Source: an optimization exercise on an open RTL-to-GDS flow (aim: small area). Production flows keep margins and buffers that such runs may drop.
In this exercise RTL edits were held to simulation tests only and were not proved equivalent to the original.
Power is estimated from default activity; no workload was simulated.

Design reg_file_nrw, start of the top module:
module reg_file_nrw #(
    parameter int WIDTH    = 32,
    parameter int DEPTH    = 32,
    parameter int ZERO_REG = 1,
    parameter int BYPASS   = 1,
    parameter int AW       = $clog2(DEPTH)
) (
    input  logic               cl,
    input  logic               cr,
    input  logic               clr,
    input  logic               we,
    input  logic [WIDTH/8-1:0] be,
    input  logic [AW-1:0]      wa,
    input  logic [WIDTH-1:0]   wd,
    input  logic [AW-1:0]      ra1,
    input  logic [AW-1:0]      ra2,
    output logic [WIDTH-1:0]   rd1,
    output logic [WIDTH-1:0]   rd2
);
    localparam int NB = WIDTH / 8;
    logic [WIDTH-1:0] mem [1:DEPTH-1];
    logic [DEPTH-1:1] vld;
    logic             wr_ok;
    logic [WIDTH-1:0] wd_m;
    assign wr_ok = we && !clr && (wa != '0);
    for (genvar b = 0; b < WIDTH; b++) begin : g_wdm
        rf_and2 u_wdm (.a(be[b/8]), .b(wd[b]), .y(wd_m[b]));
    end
    always_ff @(posedge cl or negedge cr) begin
        if (!cr) begin
            vld <= '0;
        end else if (clr) begin
            vld <= '0;
        end else if (wr_ok) begin
            vld[wa] <= 1'b1;
        end
    end
    always_ff @(posedge cl) begin
        for (int i = 1; i < DEPTH; i++) begin
            for (int k = 0; k < NB; k++) begin
                if (wr_ok && (wa == AW'(i)) && (be[k] || !vld[i])) begin
                    mem[i][8*k +: 8] <= wd_m[8*k +: 8];
                end
            end
        end
    end
    logic [AW-1:0]    ra [2];
    logic [DEPTH-1:1] hit [2];
    logic [DEPTH-1:1] sel [2];
    logic [NB-1:0]    byp [2];
    logic [WIDTH-1:0] rd [2];
    logic [2:0]       hi [2][WIDTH];
  ...
Size: about 2600 cells after synthesis, ~1000 flip-flops, ~120 I/O pins.
Settings: LEC_CHECK=0, CAP_MARGIN=20, CELL_PAD_IN_SITES_DETAIL_PLACEMENT=1, CELL_PAD_IN_SITES_GLOBAL_PLACEMENT=2, CORE_MARGIN=2, CORE_UTILIZATION=50, GPL_ROUTABILITY_DRIVEN=1, SLEW_MARGIN=20; clock period 10.0 ns.
standard.sh (not shown) runs the stock make flow with config.mk's settings and CLKGATE_MAP_FILE= SYNTH_SCRIPT=/design/flow/synth_recipe.tcl, a recipe that flattens the netlist after the stock synthesis.
==> flow/flow/run.sh <==
#!/bin/bash
# Own layout flow: the standard flow with these changes
#  - synthesis maps the logic with flow/area.script (area-oriented ABC),
#    everything else in synth_recipe.tcl unchanged; rf_and2 gates become and2_4;
#  - the gate modules of the read ports (rf_aoi222, rf_nand*, rf_o31ai, rf_and2) are mapped
#    on their own (SYNTH_KEEP_MODULES) and flattened at the end as usual;
#  - CTS settings from flow/cts_args (no dummy loads, small buffers);
#  - input and output ports buffered with buf_1.
set -euo pipefail
W=$(pwd)
{ head -n 1 synth_recipe.tcl; cat "$W/flow/abc_override.tcl"; tail -n +2 synth_recipe.tcl; } > area_synth.tcl
sed "s#SYNTH_SCRIPT=[^ ]*#SYNTH_SCRIPT=$W/area_synth.tcl#" standard.sh > area_standard.sh
grep -q "SYNTH_SCRIPT=$W/area_synth.tcl" area_standard.sh
export AREA_ABC_SCRIPT="$W/flow/area.script"
if [[ -f "$W/flow/cts_args" ]]; then
  export CTS_ARGS="$(cat "$W/flow/cts_args")"
fi
export SYNTH_KEEP_MODULES="rf_aoi222 rf_nand2 rf_nand3 rf_nand4 rf_o31ai rf_and2"
export STRONG_AND2=sky130_fd_sc_hd__and2_4
export BUFFER_PORTS_ARGS="-buffer_cell sky130_fd_sc_hd__buf_1"
bash area_standard.sh "$@" > flow_make.log 2>&1
==> flow/flow/abc_override.tcl <==
# Map the combinational logic with an area-oriented ABC script instead of
# ORFS's delay-oriented one; flip-flops are mapped before this and untouched.
# The rf_and2 gates drive the high-fanout nets (read selects, write data):
# give them the strong and2_4 rather than leave the resizer to buffer them.
proc abc {args} {
  set i [lsearch -exact $args -script]
  if { $i >= 0 } {
    set args [lreplace $args $i [expr { $i + 1 }] -script $::env(AREA_ABC_SCRIPT)]
  }
  yosys abc {*}$args
  foreach from { sky130_fd_sc_hd__and2_0 sky130_fd_sc_hd__and2_1 sky130_fd_sc_hd__and2_2 } {
    yosys chtype -map $from $::env(STRONG_AND2) rf_and2
  }
}
==> flow/flow/area.script <==
strash
&get -n
&fraig -x
&put
scorr
dc2
strash
&get -n
&dch -f
&nf
&put
==> flow/flow/cts_args <==
-sink_clustering_enable -repair_clock_nets -dont_use_dummy_load -buf_list sky130_fd_sc_hd__clkbuf_4 -sink_clustering_size 9 -sink_clustering_max_diameter 50
The starting point finished clean.
Next try:
==> flow/flow/cts_args (replaced) <==
-sink_clustering_enable -repair_clock_nets -dont_use_dummy_load -buf_list sky130_fd_sc_hd__clkbuf_4 -sink_clustering_buffer sky130_fd_sc_hd__clkbuf_8 -sink_clustering_size 16 -sink_clustering_max_diameter 80
Outcome: The changed run ran to the end with no violations; setup slack improved by 5.0 ps; wire length fell by 0.42%; flip-flop and latch count is unchanged; final cell count decreases by 1.6%; global-route usage falls by 0.40 points; final area stays flat; via count decreases by 0.73%; maximum frequency hardly moves; sequential power barely changes; area after synthesis is unchanged.

[afterwards: timing with drivers on the ports]
The results above use ideal ports. As a check the final layouts listed here were re-extracted and re-timed, cells and wires unchanged. Step 1 sets driving cells, clkbuf_16 on the clock port and buf_2 on the other inputs (assumed; they add their load-dependent delay and slew). Step 2, shift: input delay + t, output delay - t, t = (earliest + latest rising clock arrival at the registers) / 2. This alone moves slack from input paths to output paths. Slacks: ideal ports / drivers / drivers and shift; pairs: ideal ports / drivers.
run	t (ns)	setup slack, ns	worst hold slack (ns)	latest minus earliest clock arrival (ns)
the first run	1.160	2.135 / 1.984 / 1.984	0.866 / 0.856 / 0.866	0.130 / 0.130
the second run	0.996	2.140 / 2.001 / 2.001	0.855 / 0.855 / 0.855	0.086 / 0.086
After both steps setup and hold are still met in every run listed. For the first run, which loses most, drivers alone change the setup slack by -0.151 ns; drivers and shift together by -0.151 ns.
